What follows belongs to an exercise in optimizing a design on an open flow for small area, a short achievable clock period and few clock cycles per item; a production flow would make more cautious choices.
At most, simulation tests tie the RTL to the original design; equivalence was not proved.
Only the layout flow was run in run 1; the RTL was not checked for function there.

===== config.mk =====
export PLATFORM = sky130hd
export DESIGN_NAME = sw_top
export DESIGN_NICKNAME = sw_top
export VERILOG_FILES = /design/flow/design.v
export SDC_FILE = /design/flow/constraint.sdc
export NUM_CORES = 4
export LEC_CHECK = 0
export CAP_MARGIN = 20
export CORE_MARGIN = 2
export CORE_UTILIZATION = 60
export CTS_BUF_LIST = sky130_fd_sc_hd__clkbuf_16
export CTS_CLUSTER_DIAMETER = 80
export CTS_CLUSTER_SIZE = 24
export SLEW_MARGIN = 20

===== constraint.sdc =====
create_clock -name core_clock -period 55.0 [get_ports {clk}]
set_input_delay 11.0000 -clock core_clock [delete_from_list [all_inputs] [get_ports {clk}]]
set_output_delay 11.0000 -clock core_clock [all_outputs]
set_load 0.01 [all_outputs]

===== design.v =====
package sw_pkg;
    localparam int SCORE_W = 8;
    localparam logic signed [SCORE_W-1:0] MATCH      = 8'sd2;
    localparam logic signed [SCORE_W-1:0] MISMATCH   = -8'sd1;
    localparam logic signed [SCORE_W-1:0] GAP_OPEN   = -8'sd2;   
    localparam logic signed [SCORE_W-1:0] GAP_EXTEND = -8'sd1;   
endpackage
`timescale 1ns/1ps
module sw_pe #(
    parameter int HW = 7             
)
(
    input  logic       clk,
    input  logic       reset,
    input  logic [1:0] query_i,      
    input  logic [1:0] ref_i,
    input  logic       ref_valid_i,
    input  logic [6:0] h_left_i,     
    input  logic       i_left_i,     
    output logic [1:0] ref_o,
    output logic       ref_valid_o,
    output logic [6:0] h_o,          
    output logic [6:0] h_next_o,     
    output logic       i_o           
);
    logic [HW-1:0] h_q;
    logic [1:0]    query_q;
    logic [1:0]    query_cur;
    logic [2:0]    b_q;              
    logic          d_q;              
    logic          first;
    logic          match;
    logic signed [3:0] x, y, ss, dd;
    logic              i_top, d_top;
    logic        [2:0] best;
    logic        [3:0] u;
    logic              up, dn, neg;
    logic        [3:0] hi;
    logic        [6:0] h_new;
    logic        [6:0] h_reg;
    logic        [2:0] b_new;
    assign h_o = 7'(h_q);
    assign first     = ref_valid_i && !ref_valid_o;
    assign query_cur = first ? query_i : query_q;
    assign match     = (ref_i == query_cur);
    assign x  = h_left_i[3:0] - h_o[3:0];
    assign y  = x + {3'b0, i_left_i};
    assign ss = (match ? 4'sd6 : 4'sd3) - $signed({1'b0, b_q});
    assign dd = {3'b0, d_q};
    assign i_top = (y >= ss) && (y >= dd);
    assign d_top = (dd >= ss) && (dd >= y);
    assign best  = i_top ? y[2:0] : (d_top ? dd[2:0] : ss[2:0]);
    assign u     = {1'b0, h_o[2:0]} + {1'b0, best};
    assign up    = u[3] && (u[2] || u[1]);           
    assign dn    = !u[3] && !u[2] && !u[1];          
    always_comb
    begin
        logic all1, all0;
        all1 = up;
        all0 = dn;
        for (int k = 3; k < 7; k++)
        begin
            hi[k-3] = h_o[k] ^ (all1 || all0);
            all1    = all1 && h_o[k];
            all0    = all0 && !h_o[k];
        end
        neg = all0;                                  
    end
    assign h_new = neg ? 7'd0 : {hi, u[2] ^ !u[1], !u[1], u[0]};    
    assign h_reg = ref_valid_i ? h_new : 7'd0;
    assign b_new = h_reg[2:0] - h_left_i[2:0] + 3'd2;
    assign h_next_o = h_new;
    always_ff @(posedge clk or posedge reset)
    begin
        if (reset)
            ref_valid_o <= 1'b0;
        else
            ref_valid_o <= ref_valid_i;
    end
    always_ff @(posedge clk)
    begin
        ref_o   <= ref_i;
        query_q <= query_cur;
        h_q     <= h_reg[HW-1:0];
        b_q     <= b_new;
        i_o     <= i_top;
        d_q     <= d_top;
    end
endmodule
module sw_pe_first (
    input  logic       clk,
    input  logic       reset,
    input  logic [1:0] query_i,      
    input  logic [1:0] ref_i,
    input  logic       ref_valid_i,
    output logic [1:0] ref_o,
    output logic       ref_valid_o,
    output logic [6:0] h_o,          
    output logic       i_o
);
    logic [1:0] query_q;
    logic [1:0] query_cur;
    logic       first;
    logic       m_q;                 
    assign first     = ref_valid_i && !ref_valid_o;
    assign query_cur = first ? query_i : query_q;
    assign h_o = {5'd0, m_q, 1'b0};
    assign i_o = 1'b0;
    always_ff @(posedge clk or posedge reset)
    begin
        if (reset)
            ref_valid_o <= 1'b0;
        else
            ref_valid_o <= ref_valid_i;
    end
    always_ff @(posedge clk)
    begin
        ref_o   <= ref_i;
        query_q <= query_cur;
        m_q     <= ref_valid_i && (ref_i == query_cur);
    end
endmodule
module sw_pe_second (
    input  logic       clk,
    input  logic       reset,
    input  logic [1:0] query_i,      
    input  logic [1:0] ref_i,
    input  logic       ref_valid_i,
    input  logic [6:0] h_left_i,     
    output logic [1:0] ref_o,
    output logic       ref_valid_o,
    output logic [6:0] h_o,          
    output logic       i_o
);
    logic [1:0] query_q;
    logic [1:0] query_cur;
    logic       first;
    logic [2:0] h_q;                 
    logic       d_q;                 
    logic       m1_q;                
    logic [2:0] s_val, d_val, h_new;
    logic       s_pos, d_top;
    assign first     = ref_valid_i && !ref_valid_o;
    assign query_cur = first ? query_i : query_q;
    assign s_val = (ref_i == query_cur) ? (m1_q ? 3'd4 : 3'd2) : (m1_q ? 3'd1 : 3'd0);
    assign s_pos = (ref_i == query_cur) || m1_q;
    assign d_val = (h_q + {2'b0, d_q} >= 3'd2) ? h_q + {2'b0, d_q} - 3'd2 : 3'd0;
    assign d_top = (d_val >= s_val);
    assign h_new = d_top ? d_val : s_val;
    assign h_o = {4'd0, h_q};
    assign i_o = 1'b0;
    always_ff @(posedge clk or posedge reset)
    begin
        if (reset)
            ref_valid_o <= 1'b0;
        else
            ref_valid_o <= ref_valid_i;
    end
    always_ff @(posedge clk)
    begin
        ref_o   <= ref_i;
        query_q <= query_cur;
        m1_q    <= h_left_i[1];
        h_q     <= ref_valid_i ? h_new : 3'd0;
        d_q     <= d_top;
    end
endmodule
`timescale 1ns/1ps
module sw_array #(
    parameter int NUM_QUERY = 32
)
(
    input  logic                   clk,
    input  logic                   reset,
    input  logic [1:0]             data_query_i,
    input  logic [1:0]             data_ref_i,
    input  logic                   ref_valid_i,
    output logic [7*NUM_QUERY-1:0] h_all_o,        
    output logic [6:0]             h_last_next_o,  
    output logic [NUM_QUERY-1:0]   cell_valid_o
);
    logic [1:0] ref_chain [NUM_QUERY+1];
    logic       vld_chain [NUM_QUERY+1];
    logic [6:0] h_chain   [NUM_QUERY+1];
    logic       i_chain   [NUM_QUERY+1];
    assign ref_chain[0] = data_ref_i;
    assign vld_chain[0] = ref_valid_i;
    assign h_chain[0]   = '0;
    assign i_chain[0]   = 1'b0;
    logic [6:0] h_next [NUM_QUERY];
    for (genvar k = 0; k < NUM_QUERY; k++)
    begin : g_cell
        if (k == 0)
        begin : g_first
            sw_pe_first u_pe (
                .clk         (clk),
                .reset       (reset),
                .query_i     (data_query_i),
                .ref_i       (ref_chain[k]),
                .ref_valid_i (vld_chain[k]),
                .ref_o       (ref_chain[k+1]),
                .ref_valid_o (vld_chain[k+1]),
                .h_o         (h_chain[k+1]),
                .i_o         (i_chain[k+1])
            );
            assign h_next[k] = '0;
        end
        else if (k == 1)
        begin : g_second
            sw_pe_second u_pe (
                .clk         (clk),
                .reset       (reset),
                .query_i     (data_query_i),
                .ref_i       (ref_chain[k]),
                .ref_valid_i (vld_chain[k]),
                .h_left_i    (h_chain[k]),
                .ref_o       (ref_chain[k+1]),
                .ref_valid_o (vld_chain[k+1]),
                .h_o         (h_chain[k+1]),
                .i_o         (i_chain[k+1])
            );
            assign h_next[k] = '0;
        end
        else
        begin : g_col
            sw_pe #(
                .HW ($clog2(2 * (k + 1) + 1))
            ) u_pe (
                .clk         (clk),
                .reset       (reset),
                .query_i     (data_query_i),
                .ref_i       (ref_chain[k]),
                .ref_valid_i (vld_chain[k]),
                .h_left_i    (h_chain[k]),
                .i_left_i    (i_chain[k]),
                .ref_o       (ref_chain[k+1]),
                .ref_valid_o (vld_chain[k+1]),
                .h_o         (h_chain[k+1]),
                .h_next_o    (h_next[k]),
                .i_o         (i_chain[k+1])
            );
        end
        assign h_all_o[7*k +: 7] = h_chain[k+1];
        if (k == NUM_QUERY - 1)
        begin : g_last
            assign h_last_next_o = h_next[k];
        end
        assign cell_valid_o[k]   = vld_chain[k+1];
    end
endmodule
`timescale 1ns/1ps
module sw_ctrl #(
    parameter int NUM_REF   = 64,
    parameter int NUM_QUERY = 32
)
(
    input  logic       clk,
    input  logic       reset,
    input  logic       valid_i,
    input  logic [1:0] data_ref_i,
    input  logic [1:0] data_query_i,
    input  logic       first_valid_i,    
    input  logic       last_valid_i,     
    input  logic       last_prev_i,      
    output logic       valid_o,
    output logic [1:0] ref_o,
    output logic [1:0] query_o,
    output logic       clear_o,
    output logic       last_cell_o,      
    output logic       finish_o
);
    always_ff @(posedge clk or posedge reset)
    begin
        if (reset)
            valid_o <= 1'b0;
        else
            valid_o <= valid_i;
    end
    always_ff @(posedge clk)
    begin
        finish_o <= last_cell_o;
    end
    always_ff @(posedge clk)
    begin
        ref_o   <= data_ref_i;
        query_o <= data_query_i;
    end
    assign last_cell_o = last_valid_i && !last_prev_i;
    assign clear_o = valid_o && !first_valid_i;
endmodule
`timescale 1ns/1ps
module sw_max_tracker #(
    parameter int NUM_REF   = 64,
    parameter int NUM_QUERY = 32
)
(
    input  logic                                 clk,
    input  logic                                 clear_i,
    input  logic [7*NUM_QUERY-1:0]               h_all_i,    
    input  logic                                 last_i,     
    input  logic [6:0]                           h_last_i,
    output logic signed [7:0]                    max_o,
    output logic [$clog2(NUM_REF + 1)-1:0]       pos_ref_o,
    output logic [$clog2(NUM_QUERY + 1)-1:0]     pos_query_o
);
    localparam int DIAG_W = $clog2(NUM_REF + NUM_QUERY + 1);
    localparam int REF_W  = $clog2(NUM_REF + 1);
    localparam int QRY_W  = $clog2(NUM_QUERY + 1);
    localparam int IDX_W  = $clog2(NUM_QUERY);
    localparam int LEVELS = $clog2(NUM_QUERY);
    logic [DIAG_W-1:0] diag;     
    logic [6:0]        gmax;
    function automatic gt7(input [6:0] x, input [6:0] y);
        reg c;
        integer k;
        begin
            c = 1'b0;
            for (k = 0; k < 7; k = k + 1)
                c = (x[k] & ~y[k]) | (c & (x[k] | ~y[k]));
            gt7 = c;
        end
    endfunction
    logic             tb [LEVELS+1][NUM_QUERY];    
    logic [1:0]       ta [LEVELS+1][NUM_QUERY];    
    logic [IDX_W-1:0] ti [LEVELS+1][NUM_QUERY];
    logic             take_r;
    always_comb
    begin
        for (int k = 0; k < NUM_QUERY; k++)
        begin
            tb[0][k] = gt7(h_all_i[7*k +: 7], gmax);
            ta[0][k] = h_all_i[7*k +: 2] + ~gmax[1:0];
            ti[0][k] = IDX_W'(k);
        end
        for (int l = 0; l < LEVELS; l++)
        begin
            for (int k = 0; k < (NUM_QUERY >> (l + 1)); k++)
            begin
                take_r = tb[l][2*k+1] && (!tb[l][2*k] || (ta[l][2*k+1] > ta[l][2*k]));
                tb[l+1][k] = tb[l][2*k] || tb[l][2*k+1];
                ta[l+1][k] = take_r ? ta[l][2*k+1] : ta[l][2*k];
                ti[l+1][k] = take_r ? ti[l][2*k+1] : ti[l][2*k];
            end
            for (int k = (NUM_QUERY >> (l + 1)); k < NUM_QUERY; k++)
            begin
                tb[l+1][k] = 1'b0;
                ta[l+1][k] = '0;
                ti[l+1][k] = '0;
            end
        end
    end
    logic [6:0]       g_diag;
    logic [REF_W-1:0] pr_diag;
    logic [QRY_W-1:0] pq_diag;
    logic [2:0]       last_over;
    logic             last_wins;
    assign last_over = h_last_i[2:0] - gmax[2:0] - 3'd1;    
    assign last_wins = last_i && gt7(h_last_i, gmax)
                       && (!tb[LEVELS][0] || (last_over > {1'b0, ta[LEVELS][0]}));
    always_comb
    begin
        g_diag  = gmax;
        pr_diag = pos_ref_o;
        pq_diag = pos_query_o;
        if (tb[LEVELS][0])
        begin
            g_diag  = gmax + {5'd0, ta[LEVELS][0]} + 7'd1;
            pr_diag = REF_W'(diag - DIAG_W'(ti[LEVELS][0]) - DIAG_W'(1));
            pq_diag = QRY_W'(ti[LEVELS][0]) + QRY_W'(1);
        end
    end
    always_ff @(posedge clk)
    begin
        if (clear_i)
        begin
            diag        <= DIAG_W'(2);
            gmax        <= '0;
            max_o       <= '0;
            pos_ref_o   <= '0;
            pos_query_o <= '0;
        end
        else
        begin
            diag <= diag + 1'b1;
            if (last_wins)
            begin
                gmax        <= h_last_i;
                pos_ref_o   <= REF_W'(NUM_REF);
                pos_query_o <= QRY_W'(NUM_QUERY);
            end
            else
            begin
                gmax        <= g_diag;
                pos_ref_o   <= pr_diag;
                pos_query_o <= pq_diag;
            end
            if (last_i)
                max_o <= last_wins ? {1'b0, h_last_i} : {1'b0, g_diag};
        end
    end
endmodule
`timescale 1ns/1ps
module sw_top #(
    parameter int NUM_REF   = 64,
    parameter int NUM_QUERY = 32
)
(
    input  logic                             clk,
    input  logic                             reset,
    input  logic                             valid_i,
    input  logic [1:0]                       data_ref_i,
    input  logic [1:0]                       data_query_i,
    output logic                             finish_o,
    output logic signed [7:0]                max_o,
    output logic [$clog2(NUM_REF + 1)-1:0]   pos_ref_o,
    output logic [$clog2(NUM_QUERY + 1)-1:0] pos_query_o
);
    logic                   valid_q;
    logic [1:0]             ref_q;
    logic [1:0]             query_q;
    logic                   clear;
    logic [7*NUM_QUERY-1:0] h_all;
    logic [NUM_QUERY-1:0]   cell_valid;
    logic [6:0]             h_last_next;
    logic                   last_cell;
    sw_ctrl #(
        .NUM_REF   (NUM_REF),
        .NUM_QUERY (NUM_QUERY)
    ) u_ctrl (
        .clk           (clk),
        .reset         (reset),
        .valid_i       (valid_i),
        .data_ref_i    (data_ref_i),
        .data_query_i  (data_query_i),
        .first_valid_i (cell_valid[0]),
        .last_valid_i  (cell_valid[NUM_QUERY-2]),
        .last_prev_i   (cell_valid[NUM_QUERY-3]),
        .valid_o       (valid_q),
        .ref_o         (ref_q),
        .query_o       (query_q),
        .clear_o       (clear),
        .last_cell_o   (last_cell),
        .finish_o      (finish_o)
    );
    sw_array #(
        .NUM_QUERY (NUM_QUERY)
    ) u_array (
        .clk          (clk),
        .reset        (reset),
        .data_query_i (query_q),
        .data_ref_i   (ref_q),
        .ref_valid_i  (valid_q),
        .h_all_o      (h_all),
        .h_last_next_o (h_last_next),
        .cell_valid_o (cell_valid)
    );
    sw_max_tracker #(
        .NUM_REF   (NUM_REF),
        .NUM_QUERY (NUM_QUERY)
    ) u_tracker (
        .clk         (clk),
        .clear_i     (clear),
        .h_all_i     (h_all),
        .last_i      (last_cell),
        .h_last_i    (h_last_next),
        .max_o       (max_o),
        .pos_ref_o   (pos_ref_o),
        .pos_query_o (pos_query_o)
    );
endmodule

===== flow/run.sh =====
#!/bin/bash
# Layout flow: the standard flow (standard.sh) with these changes:
#  - the registers that drive output ports get the x4 drive strength of
#    their cell (same cell type and name), see upsize_out.py;
#  - the port buffers are sky130_fd_sc_hd__buf_4.
# Registers, their names and cell types are those of the standard synthesis.
# Each tool's output goes to a log file in the work folder.
set -euo pipefail
W=$(pwd)
SCR=$W/orfs_scripts
rm -rf "$SCR"
mkdir -p "$SCR"
cp -r "$FLOW_HOME/scripts/." "$SCR/"
cp "$W/flow/abc_area.script" "$SCR/abc_area.script"

KNOBS=(SCRIPTS_DIR="$SCR" ABC_AREA=1 ADDER_MAP_FILE= SYNTH_OPERATIONS_ARGS=-nofsm
       "BUFFER_PORTS_ARGS=-buffer_cell sky130_fd_sc_hd__buf_4")

bash standard.sh "${KNOBS[@]}" synth > "$W/synth.log" 2>&1
NET=$W/orfs/results/$FLOW_PLATFORM/sw_top/base/1_2_yosys.v
python3 "$W/flow/upsize_out.py" "$NET" > "$W/upsize.log" 2>&1
bash standard.sh "${KNOBS[@]}" finish > "$W/layout.log" 2>&1

===== flow/abc_area.script =====
strash
&get -n
&st
&deepsyn -T 300
&dch -f
&nf -R 1000
&put
topo

===== flow/upsize_out.py =====
#!/usr/bin/env python3
"""Give the flip-flops that drive the output ports (the result registers and
finish_o) the x4 drive strength of their cell type, in the synthesised
netlist. Names and cell types stay as they are."""
import re, sys

path = sys.argv[1]
src = open(path).read()
pat = re.compile(r"sky130_fd_sc_hd__(dfxtp|dfrtp)_1(\s+\\u_(?:tracker\.(?:max_o|pos_ref_o|pos_query_o)|ctrl\.finish_o)[\[$])")
src, n = pat.subn(r"sky130_fd_sc_hd__\1_4\2", src)
print(f"upsized {n} output registers")
open(path, "w").write(src)

===== standard.sh =====
#!/bin/bash
# synth_recipe.tcl (not shown) runs the flow's synth.tcl, then flattens the netlist and writes it again
# the make line also repeats each setting of config.mk as NAME=value (left out here)
make -C /OpenROAD-flow-scripts/flow DESIGN_CONFIG=/design/flow/config.mk WORK_HOME=/design/flow/orfs CLKGATE_MAP_FILE= SYNTH_SCRIPT=/design/flow/synth_recipe.tcl "${@:-finish}"

==> results.json, run 1 <==
{
  "status": "no timing/DRC/antenna violations",
  "root_buffer": "clkbuf_16",
  "cts.sinks": 515,
  "dieArea_sq_um": 56500,
  "whs_path_depth": 0,
  "register_area_sq_um": 10600,
  "row_count": 85,
  "yosysSeqAreaShare": 0.320,
  "syn_avg_cell_area_sq_um": 8.09,
  "grt_setup_unrepaired": "false",
  "grt_pass1_vias": 24700,
  "design_area_sq_um": 35200,
  "cts_buffer_depth": 3,
  "worst_path_max_delay_cell": "dfxtp_4",
  "finalClockSkew_ns": 0.0325,
  "final_antenna_net_count": 0,
  "dp_hpwl_mm": 55.7,
  "via_count": 27000,
  "multi_input_area_sq_um": 21500,
  "arrival_ns": 1.10,
  "overflow": 0,
  "clkTransAtPathRegs_ns": 0.09,
  "ios": 29,
  "wire_per_inst_um": 15.6,
  "synthSimpleGateAreaFrac": 0.202,
  "end_kind": "output port",
  "io_buffers": 27,
  "chipWidth_um": 238,
  "synth.most_common_cell": "xnor2_1",
  "synth_common_cells": "546 x xnor2_1, 482 x dfxtp_1, 435 x nor2_1",
  "start_util": 0.608,
  "post-route-drc-count": 0,
  "grtUsageTotal": 0.267,
  "cts_buffers": 36,
  "finalSetupTns_ns": 0,
  "fmax_ghz": 0.0827,
  "die_h_um": 238,
  "ys_ff_latch": 515,
  "finalHoldViolCount": 0,
  "num-fill-cells": 4772,
  "antenna_found_initial": 1,
  "r2r_cells": 40,
  "utilization": 0.653,
  "synthCells": 4053,
  "timing.max_cap.violations": 0,
  "postCtsHoldBufs": 0,
  "drive_above_1_share": 0.0317,
  "critPathBufInv": 1,
  "syn2layout_area_growth_pct": 7.33,
  "grt_pass1_wl_mm": 124,
  "syn-cell-area_sq_um": 32800,
  "synth_edf_count": 0,
  "ys_types": 59,
  "path_cells": "buf_4",
  "htree_levels": 2,
  "synth_top_area_frac": 0.295,
  "synth-compound-area-share": 0.161,
  "vias_per_cell": 5.55,
  "cts_tree": "yes",
  "synth.mux.area_fraction": 0.0506,
  "postCtsSetupRepairBufs": 0,
  "worstPathRequired_ns": 44.00,
  "synthXorXnorAreaFrac": 0.215,
  "initialDrtViolationCount": 1578,
  "timing.final.crit_share": 0.220,
  "worstSkewPairLatency_ns": 0.59,
  "dr.pass1.iters": 5,
  "tightest_slew_ns": 1.01,
  "syn_nets": 4060,
  "hold_path.class": "reg2reg",
  "slowest_delay_ns": 0.38,
  "critPathLaunchType": "register",
  "maxSlewViolCount": 0,
  "crit_family": "flip-flops",
  "ys_area_sq_um": 32700,
  "cts_resized": 0,
  "yosysTopAreaCell": "dfxtp_1",
  "path_max_fanout": 2,
  "ys.flop_type": "dfxtp_1",
  "gp_congestion": 0.872,
  "setup_viol": 0,
  "core_sq_um": 53900,
  "synthAdderAreaFrac": 0.0291,
  "critPathKind": "reg2out",
  "cp_num_cells": 1,
  "dpl_cell_area_sq_um": 34000,
  "synth_top_family_by_area": "XOR/XNOR gates",
  "synthArstFlopShare": 0.0641,
  "synth.area.top_cells": "dfxtp_1 29%, xnor2_1 15%, xor2_1 6.9%, nor2_1 5.0%, nand2_1 4.9%",
  "antennaDiodeCount": 0,
  "routed_wl_mm": 75.7,
  "fin_nets": 4140,
  "grt_max_degree": 40,
  "yosysWarnings": 23,
  "finalCriticalPeriod_ns": 12.10,
  "slew_headroom": 0.318
}
[metal layers]
layer | GRT usage | share of wire | vias up
li1 | - | - | 14100
met1 | 0.360 | 0.47 | 12300
met2 | 0.442 | 0.45 | 451
met3 | 0.0307 | 0.041 | 131
met4 | 0.0953 | 0.034 | 0
met5 | 0 | 0 | -
[cell usage in the layout (no fill, tap or decap), types with 39 or more instances in the layout]
cell	instances
nor2_1	435
mux2_1	66
nand3_1	80
xor2_1	256
o21ai_0	306
buf_4	42
a21oi_1	245
dfxtp_1	458
a211oi_1	39
nor3_1	63
clkinv_1	188
nor2b_1	94
xnor2_1	546
mux2i_1	91
a31oi_1	42
maj3_1	95
nand2_1	423
nand2b_1	129
[sequential cells by signal, summed over array words and instances (netlist names), 2 cells and up]
register and count:
u_tracker.gmax 7, u_array.g_cell.genblk1.g_second.u_pe.ref_o 2, u_tracker.pos_query_o 6, u_ctrl.query_o 2, u_array.g_cell.genblk1.g_col.u_pe.b_q 90, u_tracker.max_o 7, u_tracker.pos_ref_o 7, u_array.g_cell.genblk1.g_col.u_pe.d_q 30
u_array.g_cell.genblk1.g_second.u_pe.query_q 2, u_array.g_cell.genblk1.g_col.u_pe.ref_valid_o 30, u_array.g_cell.genblk1.g_col.u_pe.h_q 162, u_tracker.diag 7, u_array.g_cell.g_first.u_pe.ref_o 2, u_array.g_cell.genblk1.g_col.u_pe.query_q 60, u_array.g_cell.g_first.u_pe.query_q 2, u_array.g_cell.genblk1.g_col.u_pe.ref_o 58
u_array.g_cell.genblk1.g_col.u_pe.i_o 29, u_ctrl.ref_o 2, u_array.g_cell.genblk1.g_second.u_pe.h_q 3
[final timing paths]
path / startpoint / end / slack, ns
max: u_tracker.pos_query_o[5] / pos_query_o[5] / 42.90
min: u_array.g_cell[21].genblk1.g_col.u_pe.ref_o[1] / u_array.g_cell[22].genblk1.g_col.u_pe.ref_o[1] / 0.36
max reg2reg: u_tracker.gmax[0] / u_tracker.pos_ref_o[5] / 44.98
min reg2reg: u_array.g_cell[21].genblk1.g_col.u_pe.ref_o[1] / u_array.g_cell[22].genblk1.g_col.u_pe.ref_o[1] / 0.36
max in group asynchronous: reset / u_array.g_cell[30].genblk1.g_col.u_pe.ref_valid_o / 43.68
min in group asynchronous: reset / u_array.g_cell[13].genblk1.g_col.u_pe.ref_valid_o / 10.66
[logic make-up after synthesis]
group / count (synthesis)
compound gates: 879
xor+xnor: 802
fa+ha+maj: 95
buf+inv: 192
flops: 515
mux: 157
other cells: 1
simple gates: 1412
[cell type report]
class / instances / share of cell area
multi-input cells: 3346 / 0.611
flip-flops and latches: 515 / 0.300
clock buffers: 37 / 0.0263
well taps: 696 / 0.0247
inverters: 191 / 0.0204
repair buffers: 43 / 0.00938
clock inverters: 27 / 0.00796
[metrics by stage]
| step | hold slack [ns] | setup slack [ns] | std cells |
|---|---|---|---|
| 5_1_grt | 0.375 | 42.88 | 4855 |
| 2_1_floorplan | 0.324 | 43.59 | 4053 |
| 4_1_cts | 0.367 | 42.88 | 4854 |
| 6_report | 0.362 | 42.90 | 4855 |
| 3_3_place_gp | 0.353 | 43.01 | 4790 |
| 3_5_place_dp | 0.355 | 42.99 | 4790 |
[worst register-to-register path, delay by kind of cell, from the launching register on]
family	cells	cell delay [ns]
AOI/OAI and AO/OA	13	3.12
adders and majority gates	7	2.43
buffers and inverters	1	0.58
DFF	1	0.54
muxes	1	0.28
and+or+nand+nor	18	2.90
==> run 2: changes to the inputs <==
--- a/design.v
+++ b/design.v
@@ -84,7 +84,7 @@
         h_q     <= h_reg[HW-1:0];
         b_q     <= b_new;
         i_o     <= i_top;
-        d_q     <= d_top;
+        d_q     <= ref_valid_i && d_top;
     end
 endmodule
 module sw_pe_first (
@@ -162,7 +162,7 @@
         query_q <= query_cur;
         m1_q    <= h_left_i[1];
         h_q     <= ref_valid_i ? h_new : 3'd0;
-        d_q     <= d_top;
+        d_q     <= ref_valid_i && d_top;
     end
 endmodule
 `timescale 1ns/1ps
--- a/config.mk
+++ b/config.mk
@@ -7,7 +7,7 @@
 export LEC_CHECK = 0
 export CAP_MARGIN = 20
 export CORE_MARGIN = 2
-export CORE_UTILIZATION = 60
+export CORE_UTILIZATION = 75
 export CTS_BUF_LIST = sky130_fd_sc_hd__clkbuf_16
 export CTS_CLUSTER_DIAMETER = 80
 export CTS_CLUSTER_SIZE = 24
==> run 2 against run 1 <==
Compared with the run above:
- still clean
- clock skew rose by 0.0016 ns
- count of clock-buffer cells in the layout is 5 lower
- sequential share of layout area grew 0.38 points
- setup slack lost 0.036 ns
- area after synthesis fell by 0.41%
- synthesized cell count increased by 1.3%
- non-clock buffer count up 2
==> results.json, run 2 <==
{
  "syn2layout_area_growth_pct": 6.44,
  "syn-cell-area_sq_um": 32700,
  "grt_max_degree": 38,
  "postCtsHoldBufs": 0,
  "finalClockSkew_ns": 0.0342,
  "cts_tree": "yes",
  "synth_top_family_by_area": "simple AND/OR/NAND/NOR gates",
  "drive_above_1_share": 0.0281,
  "cts.sinks": 515,
  "via_count": 28300,
  "routed_wl_mm": 77.2,
  "slowest_delay_ns": 0.37,
  "end_kind": "output port",
  "synthXorXnorAreaFrac": 0.206,
  "antennaDiodeCount": 0,
  "post-route-drc-count": 0,
  "clkTransAtPathRegs_ns": 0.09,
  "cts_buffer_depth": 3,
  "overflow": 0,
  "synth.most_common_cell": "nor2_1",
  "setup_viol": 0,
  "num-fill-cells": 3081,
  "worst_path_max_delay_cell": "dfxtp_4",
  "maxSlewViolCount": 0,
  "final_antenna_net_count": 0,
  "synth_top_area_frac": 0.296,
  "dpl_cell_area_sq_um": 33700,
  "final_cell_mix": "547 x nor2_1, 539 x xnor2_1, 459 x dfxtp_1",
  "layout_commonest_cell": "nor2_1",
  "row_count": 76,
  "tightest_slew_ns": 1.02,
  "dr.pass1.iters": 5,
  "synthSimpleGateAreaFrac": 0.208,
  "r2r_cells": 33,
  "grt_setup_unrepaired": "false",
  "dp_hpwl_mm": 56.0,
  "htree_levels": 1,
  "yosysSeqAreaShare": 0.322,
  "slew_headroom": 0.320,
  "ff2ff_setup_slack_ns": 45.03,
  "grt_pass1_vias": 26200,
  "ys_area_sq_um": 32600,
  "cts_resized": 0,
  "syn_nets": 4113,
  "synth.area.top_cells": "dfxtp_1 30%, xnor2_1 14%, nor2_1 6.3%, xor2_1 6.1%, nand2_1 4.7%",
  "core_sq_um": 43000,
  "hold_path.class": "reg2reg",
  "synthCells": 4106,
  "ys_ff_latch": 515,
  "design_area_sq_um": 34800,
  "worstSkewPairLatency_ns": 0.63,
  "worstReg2RegEnd": "u_tracker.pos_ref_o[1]",
  "status": "no timing/DRC/antenna violations",
  "synthArstFlopShare": 0.0641,
  "whs_path_depth": 0,
  "die_h_um": 213,
  "critPathKind": "reg2out",
  "ios": 29,
  "wire_per_inst_um": 16.1,
  "largest-register": "u_array.g_cell.genblk1.g_col.u_pe.h_q",
  "start_util": 0.760,
  "vias_per_cell": 5.91,
  "reg_top3": "u_array.g_cell.genblk1.g_col.u_pe.h_q (162), u_array.g_cell.genblk1.g_col.u_pe.b_q (90), u_array.g_cell.genblk1.g_col.u_pe.query_q (60)",
  "grt_pass1_wl_mm": 126,
  "synthAdderAreaFrac": 0.0329,
  "yosysWarnings": 23,
  "worst_hold_path.endpoint": "u_array.g_cell[14].genblk1.g_col.u_pe.ref_o[0]",
  "largest_reg_flops": 162,
  "gp_congestion": 0.918,
  "reg2reg_from": "u_tracker.gmax[1]",
  "critPathBufInv": 1,
  "fmax_ghz": 0.0824,
  "dieArea_sq_um": 45200,
  "finalCriticalPeriod_ns": 12.13,
  "syn_avg_cell_area_sq_um": 7.95,
  "arrival_ns": 1.13,
  "cts_buffers": 30,
  "timing.final.crit_share": 0.221,
  "io_buffers": 27,
  "synth_edf_count": 0,
  "critPathLaunchType": "register",
  "crit_family": "flip-flops",
  "worstPathRequired_ns": 44.00,
  "antenna_found_initial": 0,
  "chipWidth_um": 213,
  "grtUsageTotal": 0.336,
  "finalHoldViolCount": 0,
  "path_cells": "buf_4",
  "finalSetupTns_ns": 0,
  "synth_common_cells": "548 x nor2_1, 539 x xnor2_1, 482 x dfxtp_1",
  "ys.flop_type": "dfxtp_1",
  "synth.mux.area_fraction": 0.0431,
  "postCtsSetupRepairBufs": 0,
  "initialDrtViolationCount": 2086,
  "synth-compound-area-share": 0.164,
  "yosysTopAreaCell": "dfxtp_1",
  "path_max_fanout": 2,
  "hold_start": "u_array.g_cell[13].genblk1.g_col.u_pe.ref_o[0]",
  "timing.max_cap.violations": 0,
  "ys_types": 56,
  "fin_nets": 4189,
  "root_buffer": "clkbuf_16"
}
[run 2: metrics by stage]
step	hold slack, ns	worst slack, ns	util	std cells
4_1_cts	0.368	42.85	0.809	4791
3_3_place_gp	0.354	43.25	0.785	4735
2_1_floorplan	0.331	43.59	-	4106
3_5_place_dp	0.355	43.27	0.785	4735
6_report	0.364	42.87	0.809	4791
5_1_grt	0.371	42.86	0.809	4791
[run 2: worst max-delay path by stage]
stage,start,endpoint,depth (start not counted)
2_1_floorplan,reset,u_array.g_cell[0].g_first.u_pe.ref_valid_o,1
3_3_place_gp,reset,u_array.g_cell[0].g_first.u_pe.ref_valid_o,3
3_5_place_dp,reset,async pin,3
4_1_cts,u_tracker.pos_query_o[5],pos_query_o[5],1
5_1_grt,u_tracker.pos_ref_o[6],pos_ref_o[6],1
6_report,u_tracker.pos_query_o[5],pos_query_o[5],1
[run 2: kinds of logic after synthesis]
kind of cell	Yosys count
AO/OA/AOI/OAI	891
adder cells (fa/ha/maj)	107
multiplexers	132
other	1
flip-flops	515
XOR/XNOR	767
buffers and inverters	207
AND/OR/NAND/NOR	1486
[run 2: layout make-up]
class,count,area [sq um],share of cell area
Clock buffer,32,801,0.0230
Clock inverter,24,231,0.00666
Inverter,206,773,0.0222
Multi-Input combinational cell,3384,21300,0.614
Sequential cell,515,10600,0.304
Tap cell,585,732,0.0211
Timing Repair Buffer,45,338,0.00972
[run 2: metal layers]
layer  part of all wire  track usage  vias up
met2               0.47        0.581      760
met3              0.051       0.0381      160
met1               0.44        0.434    13100
met4              0.037        0.124        0
met5                  0            0        -
li1                   -            -    14200
Testbench counts of run 2, summed over its fixed seeds: cycles 30,720, items 320.
==> run 3: changes to the inputs <==
--- a/config.mk
+++ b/config.mk
@@ -7,7 +7,7 @@
 export LEC_CHECK = 0
 export CAP_MARGIN = 20
 export CORE_MARGIN = 2
-export CORE_UTILIZATION = 75
+export CORE_UTILIZATION = 60
 export CTS_BUF_LIST = sky130_fd_sc_hd__clkbuf_16
 export CTS_CLUSTER_DIAMETER = 80
 export CTS_CLUSTER_SIZE = 24
==> run 3 against run 2 <==
Compared with the run above:
- setup slack better by 0.048 ns
- fmax up 0.40%
- highest routed layer unchanged
- flip-flop and latch count unchanged
- first-iteration DRC count shrank 32%
- final cell count rose by 2.5%
- still clean on timing, DRC and antenna
- clock skew fell by 0.0086 ns
==> results.json, run 3 <==
{
  "status": "no timing/DRC/antenna violations",
  "vias_per_cell": 5.58,
  "chipWidth_um": 237,
  "clkTransAtPathRegs_ns": 0.09,
  "largest-register": "u_array.g_cell.genblk1.g_col.u_pe.h_q",
  "htree_levels": 2,
  "routed_wl_mm": 77.1,
  "slowest_delay_ns": 0.37,
  "reg_top3": "u_array.g_cell.genblk1.g_col.u_pe.h_q (162), u_array.g_cell.genblk1.g_col.u_pe.b_q (90), u_array.g_cell.genblk1.g_col.u_pe.query_q (60)",
  "grt_max_degree": 50,
  "crit_family": "flip-flops",
  "finalClockSkew_ns": 0.0255,
  "cts_buffer_depth": 3,
  "postCtsSetupRepairBufs": 0,
  "synth_top_area_frac": 0.296,
  "timing.final.crit_share": 0.220,
  "finalSetupTns_ns": 0,
  "wire_per_inst_um": 15.7,
  "syn_avg_cell_area_sq_um": 7.95,
  "setup_viol": 0,
  "ys_ff_latch": 515,
  "critPathLaunchType": "register",
  "grtUsageTotal": 0.274,
  "yosysSeqAreaShare": 0.322,
  "via_count": 27400,
  "path_cells": "buf_4",
  "final_antenna_net_count": 0,
  "finalHoldViolCount": 0,
  "drive_above_1_share": 0.0297,
  "core_sq_um": 53800,
  "ys.flop_type": "dfxtp_1",
  "ys_area_sq_um": 32600,
  "initialDrtViolationCount": 1410,
  "tightest_slew_ns": 1.03,
  "synth.most_common_cell": "nor2_1",
  "fin_cells": 4912,
  "synth.area.top_cells": "dfxtp_1 30%, xnor2_1 14%, nor2_1 6.3%, xor2_1 6.1%, nand2_1 4.7%",
  "post-route-drc-count": 0,
  "dieArea_sq_um": 56300,
  "layout_commonest_cell": "nor2_1",
  "largest_reg_flops": 162,
  "cts_buffers": 36,
  "ios": 29,
  "worst_path_max_delay_cell": "dfxtp_4",
  "grt_setup_unrepaired": "false",
  "ys_types": 56,
  "grt_pass1_vias": 25500,
  "path_max_fanout": 2,
  "grt_pass1_wl_mm": 127,
  "syn2layout_area_growth_pct": 7.34,
  "critPathBufInv": 1,
  "synthCells": 4106,
  "utilization": 0.651,
  "cts.sinks": 515,
  "syn-cell-area_sq_um": 32700,
  "syn_nets": 4113,
  "slew_headroom": 0.311,
  "io_buffers": 27,
  "synth_edf_count": 0,
  "arrival_ns": 1.08,
  "finalCriticalPeriod_ns": 12.08,
  "postCtsHoldBufs": 0,
  "timing.max_cap.violations": 0,
  "row_count": 85,
  "fin_nets": 4196,
  "num-fill-cells": 4885,
  "start_util": 0.607,
  "yosysWarnings": 23,
  "dr.pass1.iters": 5,
  "antenna_found_initial": 0,
  "critPathKind": "reg2out",
  "final_cell_mix": "548 x nor2_1, 539 x xnor2_1, 459 x dfxtp_1",
  "cts_tree": "yes",
  "hold_path.class": "reg2reg",
  "synthArstFlopShare": 0.0641,
  "yosysTopAreaCell": "dfxtp_1",
  "overflow": 0,
  "root_buffer": "clkbuf_16",
  "maxSlewViolCount": 0,
  "dp_cells": 4847,
  "dp_hpwl_mm": 57.1,
  "cts_resized": 0,
  "worstPathRequired_ns": 44.00,
  "die_h_um": 237,
  "worstSkewPairLatency_ns": 0.58,
  "gp_congestion": 0.896,
  "synth_common_cells": "548 x nor2_1, 539 x xnor2_1, 482 x dfxtp_1",
  "end_kind": "output port",
  "fmax_ghz": 0.0828
}
-- run 3: cell counts after synthesis --
Identical to the previous run, type by type.
-- run 3: layout make-up --
class,count,area [sq um],share of cell area
flip-flops and latches,515,10600,0.301
clock inverters,27,253,0.00721
diodes,1,2.50,0.0000714
multi-input cells,3384,21300,0.608
inverters,206,773,0.0221
repair buffers,46,345,0.00985
clock buffers,37,926,0.0264
well taps,696,871,0.0248
-- run 3: cells by family after synthesis --
| logic type | share of synthesized area |
|---|---|
| AND/OR/NAND/NOR | 0.208 |
| adder cells (fa/ha/maj) | 0.0329 |
| multiplexers | 0.0431 |
| flip-flops | 0.322 |
| other | 0.000115 |
| AO/OA/AOI/OAI | 0.164 |
| XOR/XNOR | 0.206 |
| buffers and inverters | 0.0240 |
-- run 3: final timing paths --
kind,start,slack [ns],depth (start not counted),to
max,u_tracker.pos_query_o[5],42.92,1,pos_query_o[5]
min,u_array.g_cell[10].genblk1.g_col.u_pe.ref_o[1],0.36,0,u_array.g_cell[11].genblk1.g_col.u_pe.ref_o[1]
max reg2reg,u_tracker.gmax[1],44.75,34,u_tracker.pos_ref_o[1]
min reg2reg,u_array.g_cell[10].genblk1.g_col.u_pe.ref_o[1],0.36,0,u_array.g_cell[11].genblk1.g_col.u_pe.ref_o[1]
max in group asynchronous,reset,43.87,3,u_array.g_cell[6].genblk1.g_col.u_pe.ref_valid_o
min in group asynchronous,reset,10.63,3,u_array.g_cell[21].genblk1.g_col.u_pe.ref_valid_o
-- run 3: per-layer routing --
layer  vias to the layer above  global-route usage  routed length [um]
met1                     12700               0.367               36500
met2                       403               0.467               35700
li1                      14300                   -                   -
met3                       100              0.0278                2910
met5                         -                   0                   0
met4                         0              0.0839                2030
-- run 3: per-stage QoR --
stage                     hold WS (ns)  setup slack [ns]  area, sq um
after floorplan                  0.331             43.59        32700
after detailed placement         0.357             43.26        33900
final                            0.363             42.92        35100
after global routing             0.370             42.88        35100
after global placement           0.356             43.27        33900
after CTS                        0.369             42.88        35100
==> run 4: changes to the inputs <==
--- a/flow/run.sh
+++ b/flow/run.sh
@@ -2,7 +2,7 @@
 # Layout flow: the standard flow (standard.sh) with these changes:
 #  - the registers that drive output ports get the x4 drive strength of
 #    their cell (same cell type and name), see upsize_out.py;
-#  - the port buffers are sky130_fd_sc_hd__buf_4.
+#  - the port buffers are sky130_fd_sc_hd__buf_2.
 # Registers, their names and cell types are those of the standard synthesis.
 # Each tool's output goes to a log file in the work folder.
 set -euo pipefail
@@ -14,7 +14,7 @@
 cp "$W/flow/abc_area.script" "$SCR/abc_area.script"
 
 KNOBS=(SCRIPTS_DIR="$SCR" ABC_AREA=1 ADDER_MAP_FILE= SYNTH_OPERATIONS_ARGS=-nofsm
-       "BUFFER_PORTS_ARGS=-buffer_cell sky130_fd_sc_hd__buf_4")
+       "BUFFER_PORTS_ARGS=-buffer_cell sky130_fd_sc_hd__buf_2")
 
 bash standard.sh "${KNOBS[@]}" synth > "$W/synth.log" 2>&1
 NET=$W/orfs/results/$FLOW_PLATFORM/sw_top/base/1_2_yosys.v
--- a/config.mk
+++ b/config.mk
@@ -9,6 +9,6 @@
 export CORE_MARGIN = 2
 export CORE_UTILIZATION = 60
 export CTS_BUF_LIST = sky130_fd_sc_hd__clkbuf_16
-export CTS_CLUSTER_DIAMETER = 80
-export CTS_CLUSTER_SIZE = 24
+export CTS_CLUSTER_DIAMETER = 90
+export CTS_CLUSTER_SIZE = 28
 export SLEW_MARGIN = 20
==> run 4 against run 3 <==
Compared with the run above:
- flip-flop and latch count unchanged
- count of clock-buffer cells in the layout shrank 8
- synthesized cell count stayed put
- sequential share of layout area grew 0.19 points
- critical path type unchanged
- largest cell class unchanged
==> results.json, run 4 <==
{
  "status": "no timing/DRC/antenna violations",
  "dp_slack_ns": 43.28,
  "syn2layout_area_growth_pct": 6.67,
  "final_cell_mix": "548 x nor2_1, 539 x xnor2_1, 459 x dfxtp_1",
  "grt_pass1_wl_mm": 127,
  "dpl_cell_area_sq_um": 33800,
  "vias_per_cell": 5.57,
  "path_cells": "buf_2",
  "syn-cell-area_sq_um": 32700,
  "worst_path_max_delay_cell": "dfxtp_4",
  "via_count": 27300,
  "row_count": 85,
  "arrival_ns": 1.12,
  "worstPathRequired_ns": 44.00,
  "slowest_delay_ns": 0.38,
  "post-route-drc-count": 0,
  "root_buffer": "clkbuf_16",
  "dieArea_sq_um": 56300,
  "final_antenna_net_count": 0,
  "grt_max_degree": 47,
  "largest-register": "u_array.g_cell.genblk1.g_col.u_pe.h_q",
  "dp_cells": 4849,
  "synth_top_area_frac": 0.296,
  "fin_cells": 4903,
  "ff2ff_setup_slack_ns": 45.06,
  "critPathLaunchType": "register",
  "die_h_um": 237,
  "fin_nets": 4191,
  "finalCriticalPeriod_ns": 12.12,
  "postCtsHoldBufs": 0,
  "ios": 29,
  "finalSetupTns_ns": 0,
  "dp_hpwl_mm": 56.6,
  "synthCells": 4106,
  "layout_commonest_cell": "nor2_1",
  "wire_per_inst_um": 15.7,
  "ys_ff_latch": 515,
  "fmax_ghz": 0.0825,
  "ys.flop_type": "dfxtp_1",
  "synth_edf_count": 0,
  "reg_top3": "u_array.g_cell.genblk1.g_col.u_pe.h_q (162), u_array.g_cell.genblk1.g_col.u_pe.b_q (90), u_array.g_cell.genblk1.g_col.u_pe.query_q (60)",
  "crit_family": "flip-flops",
  "initialDrtViolationCount": 1483,
  "grt_pass1_vias": 25400,
  "start_util": 0.607,
  "finalHoldViolCount": 0,
  "syn_nets": 4113,
  "cts.sinks": 515,
  "overflow": 0,
  "synthArstFlopShare": 0.0641,
  "hold_path.class": "reg2reg",
  "grt_setup_unrepaired": "false",
  "io_buffers": 27,
  "grtUsageTotal": 0.272,
  "layout_setup_ws_ns": 42.88,
  "syn_avg_cell_area_sq_um": 7.95,
  "clkTransAtPathRegs_ns": 0.11,
  "critPathKind": "reg2out",
  "synth.area.top_cells": "dfxtp_1 30%, xnor2_1 14%, nor2_1 6.3%, xor2_1 6.1%, nand2_1 4.7%",
  "slew_headroom": 0.262,
  "yosysTopAreaCell": "dfxtp_1",
  "design_area_sq_um": 34800,
  "cts_buffer_depth": 3,
  "largest_reg_flops": 162,
  "drive_above_1_share": 0.0290,
  "chipWidth_um": 237,
  "cts_tree": "yes",
  "htree_levels": 1,
  "dr.pass1.iters": 5,
  "setup_viol": 0,
  "timing.max_cap.violations": 0,
  "end_kind": "output port",
  "worstSkewPairLatency_ns": 0.64,
  "antennaDiodeCount": 0,
  "yosysSeqAreaShare": 0.322,
  "cts_resized": 0,
  "synth.most_common_cell": "nor2_1",
  "ys_area_sq_um": 32600,
  "critPathBufInv": 1,
  "ys_types": 56,
  "postCtsSetupRepairBufs": 0,
  "routed_wl_mm": 76.9,
  "path_max_fanout": 2,
  "maxSlewViolCount": 0,
  "antenna_found_initial": 1,
  "cts_buffers": 29,
  "core_sq_um": 53800,
  "synth_common_cells": "548 x nor2_1, 539 x xnor2_1, 482 x dfxtp_1",
  "gp_congestion": 0.890,
  "finalClockSkew_ns": 0.0323,
  "yosysWarnings": 23,
  "timing.final.crit_share": 0.220,
  "tightest_slew_ns": 1.11
}
[run 4: cell counts after synthesis]
No cell type changed its count.
[run 4: per-stage QoR]
stage          hold WS [ns]  utilization
3_3_place_gp          0.354        0.629
4_1_cts               0.371        0.647
2_1_floorplan         0.331            -
5_1_grt               0.374        0.647
3_5_place_dp          0.356        0.629
6_report              0.370        0.647
[run 4: area by class of cell]
cell class              instances  area [sq um]
multi-input cells            3384         21300
fillers                      4888         19000
flip-flops and latches        515         10600
well taps                     696           871
inverters                     206           773
clock buffers                  29           726
repair buffers                 48           293
clock inverters                25           290
[run 4: final timing paths]
path,cells after the start,to,startpoint
worst max-delay path,1,pos_query_o[5],u_tracker.pos_query_o[5]
worst min-delay path,0,u_array.g_cell[12].genblk1.g_col.u_pe.ref_o[1],u_array.g_cell[11].genblk1.g_col.u_pe.ref_o[1]
worst max register to register,34,u_tracker.pos_ref_o[1],u_tracker.gmax[0]
worst min register to register,0,u_array.g_cell[12].genblk1.g_col.u_pe.ref_o[1],u_array.g_cell[11].genblk1.g_col.u_pe.ref_o[1]
max in group asynchronous,3,u_array.g_cell[29].genblk1.g_col.u_pe.ref_valid_o,reset
min in group asynchronous,3,u_array.g_cell[21].genblk1.g_col.u_pe.ref_valid_o,reset
[run 4: cell families (layout without fill, tap and decap cells)]
| kind of cell | after synthesis | after routing | share of synthesized area |
|---|---|---|---|
| AOI/OAI and AO/OA | 891 | 891 | 0.164 |
| DFF | 515 | 515 | 0.322 |
| and+or+nand+nor | 1486 | 1486 | 0.208 |
| adders and majority gates | 107 | 107 | 0.0329 |
| other | 1 | 1 | 0.000115 |
| xor gates and xnor gates | 767 | 767 | 0.206 |
| muxes | 132 | 132 | 0.0431 |
| buffers and inverters | 207 | 308 | 0.0240 |
[run 4: per-layer routing]
layer | GRT usage | share of wire | vias up
li1 | - | - | 14200
met1 | 0.367 | 0.48 | 12500
met2 | 0.471 | 0.46 | 439
met3 | 0.0312 | 0.043 | 83
met4 | 0.0562 | 0.021 | 0
met5 | 0 | 0 | -
==> run 5: changes to the inputs <==
--- a/design.v
+++ b/design.v
@@ -165,6 +165,61 @@
         d_q     <= ref_valid_i && d_top;
     end
 endmodule
+module sw_pe_small #(
+    parameter int HW = 3             
+)
+(
+    input  logic       clk,
+    input  logic       reset,
+    input  logic [1:0] query_i,      
+    input  logic [1:0] ref_i,
+    input  logic       ref_valid_i,
+    input  logic [6:0] h_left_i,     
+    input  logic       i_left_i,     
+    output logic [1:0] ref_o,
+    output logic       ref_valid_o,
+    output logic [6:0] h_o,          
+    output logic       i_o           
+);
+    logic [HW-1:0] h_q;              
+    logic [HW-1:0] dg_q;             
+    logic [1:0]    query_q;
+    logic [1:0]    query_cur;
+    logic          d_q;              
+    logic          first;
+    logic          match;
+    logic [HW:0]   iv, dv;
+    logic [HW-1:0] i_c, d_c, s_c, h_new;
+    logic          i_top, d_top;
+    assign h_o = 7'(h_q);
+    assign first     = ref_valid_i && !ref_valid_o;
+    assign query_cur = first ? query_i : query_q;
+    assign match     = (ref_i == query_cur);
+    assign iv  = {1'b0, h_left_i[HW-1:0]} + {{HW{1'b0}}, i_left_i};
+    assign i_c = (iv >= (HW+1)'(2)) ? HW'(iv - (HW+1)'(2)) : '0;
+    assign dv  = {1'b0, h_q} + {{HW{1'b0}}, d_q};
+    assign d_c = (dv >= (HW+1)'(2)) ? HW'(dv - (HW+1)'(2)) : '0;
+    assign s_c = match ? HW'(dg_q + HW'(2)) : ((dg_q != '0) ? HW'(dg_q - HW'(1)) : '0);
+    assign i_top = (i_c >= s_c) && (i_c >= d_c);
+    assign d_top = (d_c >= s_c) && (d_c >= i_c);
+    assign h_new = i_top ? i_c : (d_top ? d_c : s_c);
+    always_ff @(posedge clk or posedge reset)
+    begin
+        if (reset)
+            ref_valid_o <= 1'b0;
+        else
+            ref_valid_o <= ref_valid_i;
+    end
+    always_ff @(posedge clk)
+    begin
+        ref_o   <= ref_i;
+        query_q <= query_cur;
+        h_q     <= ref_valid_i ? h_new : '0;
+        dg_q    <= h_left_i[HW-1:0];
+        i_o     <= i_top;
+        d_q     <= ref_valid_i && d_top;
+    end
+endmodule
 `timescale 1ns/1ps
 module sw_array #(
     parameter int NUM_QUERY = 32
@@ -217,6 +272,25 @@
                 .ref_o       (ref_chain[k+1]),
                 .ref_valid_o (vld_chain[k+1]),
                 .h_o         (h_chain[k+1]),
+                .i_o         (i_chain[k+1])
+            );
+            assign h_next[k] = '0;
+        end
+        else if (k == 2)
+        begin : g_small
+            sw_pe_small #(
+                .HW ($clog2(2 * (k + 1) + 1))
+            ) u_pe (
+                .clk         (clk),
+                .reset       (reset),
+                .query_i     (data_query_i),
+                .ref_i       (ref_chain[k]),
+                .ref_valid_i (vld_chain[k]),
+                .h_left_i    (h_chain[k]),
+                .i_left_i    (i_chain[k]),
+                .ref_o       (ref_chain[k+1]),
+                .ref_valid_o (vld_chain[k+1]),
+                .h_o         (h_chain[k+1]),
                 .i_o         (i_chain[k+1])
             );
             assign h_next[k] = '0;
--- a/flow/run.sh
+++ b/flow/run.sh
@@ -2,7 +2,7 @@
 # Layout flow: the standard flow (standard.sh) with these changes:
 #  - the registers that drive output ports get the x4 drive strength of
 #    their cell (same cell type and name), see upsize_out.py;
-#  - the port buffers are sky130_fd_sc_hd__buf_2.
+#  - the port buffers are sky130_fd_sc_hd__buf_4.
 # Registers, their names and cell types are those of the standard synthesis.
 # Each tool's output goes to a log file in the work folder.
 set -euo pipefail
@@ -14,7 +14,7 @@
 cp "$W/flow/abc_area.script" "$SCR/abc_area.script"
 
 KNOBS=(SCRIPTS_DIR="$SCR" ABC_AREA=1 ADDER_MAP_FILE= SYNTH_OPERATIONS_ARGS=-nofsm
-       "BUFFER_PORTS_ARGS=-buffer_cell sky130_fd_sc_hd__buf_2")
+       "BUFFER_PORTS_ARGS=-buffer_cell sky130_fd_sc_hd__buf_4")
 
 bash standard.sh "${KNOBS[@]}" synth > "$W/synth.log" 2>&1
 NET=$W/orfs/results/$FLOW_PLATFORM/sw_top/base/1_2_yosys.v
--- a/config.mk
+++ b/config.mk
@@ -9,6 +9,6 @@
 export CORE_MARGIN = 2
 export CORE_UTILIZATION = 60
 export CTS_BUF_LIST = sky130_fd_sc_hd__clkbuf_16
-export CTS_CLUSTER_DIAMETER = 90
-export CTS_CLUSTER_SIZE = 28
+export CTS_CLUSTER_DIAMETER = 80
+export CTS_CLUSTER_SIZE = 24
 export SLEW_MARGIN = 20
==> run 5 against run 4 <==
Compared with the run above:
- synthesized cell count rose by 0.27%
- utilization is 0.22 points higher
- critical endpoint is now pos_query_o[0]
- register-to-register slack worse by 0.75 ns
- critical path depth stayed put
- design area is 0.15% higher
- die area down 0.54%
- non-clock buffer count fell by 2
- count of clock-buffer cells in the layout is 8 higher
- still clean
- hold slack lost 0.0040 ns
- setup slack better by 0.051 ns
==> results.json, run 5 <==
{
  "finalClockSkew_ns": 0.0244,
  "io_buffers": 27,
  "fin_nets": 4207,
  "antenna_found_initial": 3,
  "syn-cell-area_sq_um": 32500,
  "crit_family": "flip-flops",
  "largest_reg_flops": 159,
  "synth.area.top_cells": "dfxtp_1 30%, xnor2_1 15%, nor2_1 6.7%, xor2_1 5.2%, a21oi_1 4.9%",
  "slew_headroom": 0.261,
  "status": "no timing/DRC/antenna violations",
  "yosysWarnings": 23,
  "antennaDiodeCount": 0,
  "grt_max_degree": 51,
  "synthArstFlopShare": 0.0641,
  "maxSlewViolCount": 0,
  "layout_commonest_cell": "nor2_1",
  "ys_types": 64,
  "via_count": 27700,
  "critPathKind": "reg2out",
  "ys_area_sq_um": 32400,
  "worstPathRequired_ns": 44.00,
  "yosysTopAreaCell": "dfxtp_1",
  "cts_resized": 0,
  "hold_path.class": "reg2reg",
  "path_max_fanout": 2,
  "row_count": 85,
  "syn_avg_cell_area_sq_um": 7.89,
  "worstSkewPairLatency_ns": 0.59,
  "critPathBufInv": 1,
  "postCtsHoldBufs": 0,
  "syn2layout_area_growth_pct": 7.42,
  "setup_viol": 0,
  "largest-register": "u_array.g_cell.genblk1.genblk1.g_col.u_pe.h_q",
  "ys.flop_type": "dfxtp_1",
  "timing.final.crit_share": 0.219,
  "dr.pass1.iters": 8,
  "finalHoldViolCount": 0,
  "end_kind": "output port",
  "gp_congestion": 0.874,
  "cts.sinks": 515,
  "design_area_sq_um": 34900,
  "cts_buffer_depth": 3,
  "timing.max_cap.violations": 0,
  "final_cell_mix": "578 x nor2_1, 551 x xnor2_1, 456 x dfxtp_1",
  "synth_common_cells": "578 x nor2_1, 551 x xnor2_1, 482 x dfxtp_1",
  "chipWidth_um": 237,
  "arrival_ns": 1.07,
  "routed_wl_mm": 79.0,
  "cts_tree": "yes",
  "dp_hpwl_mm": 57.6,
  "syn_nets": 4124,
  "fmax_ghz": 0.0828,
  "slowest_delay_ns": 0.35,
  "grt_pass1_vias": 25700,
  "cts_buffers": 36,
  "dpl_cell_area_sq_um": 33700,
  "ys_ff_latch": 515,
  "final_antenna_net_count": 0,
  "tightest_slew_ns": 1.10,
  "grtUsageTotal": 0.282,
  "synth_edf_count": 0,
  "finalSetupTns_ns": 0,
  "critPathLaunchType": "register",
  "dieArea_sq_um": 56000,
  "drive_above_1_share": 0.0310,
  "clkTransAtPathRegs_ns": 0.09,
  "path_cells": "buf_4",
  "overflow": 0,
  "start_util": 0.605,
  "post-route-drc-count": 0,
  "synthCells": 4117,
  "worst_path_max_delay_cell": "dfxtp_4",
  "htree_levels": 2,
  "wire_per_inst_um": 16.0,
  "root_buffer": "clkbuf_16",
  "vias_per_cell": 5.63,
  "finalCriticalPeriod_ns": 12.07,
  "whs_ns": 0.366,
  "ios": 29,
  "reg_top3": "u_array.g_cell.genblk1.genblk1.g_col.u_pe.h_q (159), u_array.g_cell.genblk1.genblk1.g_col.u_pe.b_q (87), u_array.g_cell.genblk1.genblk1.g_col.u_pe.query_q (58)",
  "postCtsSetupRepairBufs": 0,
  "synth.most_common_cell": "nor2_1",
  "die_h_um": 237,
  "synth_top_area_frac": 0.298,
  "grt_setup_unrepaired": "false",
  "initialDrtViolationCount": 1749,
  "core_sq_um": 53700,
  "grt_pass1_wl_mm": 130,
  "yosysSeqAreaShare": 0.323
}
==> run 5: changes by cell type after synthesis, moves of 10 or more <==
cell	before	now
or2_0	32	42
o221ai_1	15	25
a31oi_1	32	43
xor2_1	228	192
xnor2_1	539	551
a21oi_1	276	314
maj3_1	107	81
o211ai_1	30	19
o21ai_0	281	268
nor2_1	548	578
nand2b_1	94	62
nand2_1	406	418
==> run 5: area by class of cell <==
type / instances / area (sq um)
fillers: 4793 / 18800
multi-input cells: 3400 / 21200
well taps: 696 / 871
clock buffers: 37 / 926
inverters: 201 / 756
repair buffers: 46 / 345
flip-flops and latches: 515 / 10600
clock inverters: 27 / 265
==> run 5: per-stage QoR <==
step / cells / setup WS (ns) / utilization
3_3_place_gp: 4858 / 42.94 / 0.627
5_1_grt: 4922 / 42.89 / 0.650
6_report: 4922 / 42.93 / 0.650
2_1_floorplan: 4117 / 43.59 / -
4_1_cts: 4922 / 42.89 / 0.650
3_5_place_dp: 4858 / 42.95 / 0.627
==> run 5: logic make-up after synthesis <==
group | synth area share
multiplexers | 0.0441
buffers and inverters | 0.0235
other | 0.000116
AO/OA/AOI/OAI | 0.173
AND/OR/NAND/NOR | 0.211
flip-flops | 0.323
adder cells (fa/ha/maj) | 0.0250
XOR/XNOR | 0.201
==> run 5: worst paths after layout <==
kind | from | endpoint | slack [ns] | cells past startpoint
max | u_tracker.pos_query_o[0] | pos_query_o[0] | 42.93 | 1
min | register | register | 0.37 | 0
max reg2reg | u_tracker.gmax[0] | u_tracker.pos_ref_o[4] | 44.31 | 38
min reg2reg | register | register | 0.37 | 0
max in group asynchronous | reset | async pin | 43.86 | 2
min in group asynchronous | reset | async pin | 10.57 | 2
==> run 5: per-layer routing <==
metal,routed length [um],GRT usage,vias up
met4,2040,0.0783,2
met5,11,0,-
li1,-,-,14300
met1,39000,0.405,12700
met2,34000,0.444,539
met3,3940,0.0337,112
Testbench counts of run 5, summed over its fixed seeds: cycles 30,720, items 320.

==> afterwards: timing with drivers on the ports <==
In the flow no input, the clock included, has a driving cell. The finished layouts below were timed again as built, in two steps. Step 1 sets driving cells, clkbuf_16 on the clock port and buf_2 on the other inputs (assumed; they add their load-dependent delay and slew). Step 2 moves the port delays by t, midway between the first and last clock arrival at a register: inputs arrive t later, outputs are due t later. That takes back most of the time a late clock gives input paths. a / b / c = ideal ports / drivers / drivers and shift; a / b = the first two.
run	t (ns)	setup slack, ns	latest minus earliest clock arrival (ns)	worst register clock-pin slew, ns
run 1	0.631	42.904 / 42.845 / 43.087	0.033 / 0.033	0.10 / 0.10
run 2	0.676	42.868 / 42.809 / 43.260	0.034 / 0.035	0.10 / 0.10
run 3	0.628	42.916 / 42.855 / 43.279	0.029 / 0.028	0.10 / 0.10
run 4	0.683	42.878 / 42.816 / 43.305	0.034 / 0.034	0.11 / 0.11
run 5	0.639	42.929 / 42.867 / 43.261	0.025 / 0.025	0.09 / 0.09
After both steps setup and hold are still met in every run listed. The worst setup slack also covers recovery checks on asynchronous resets.
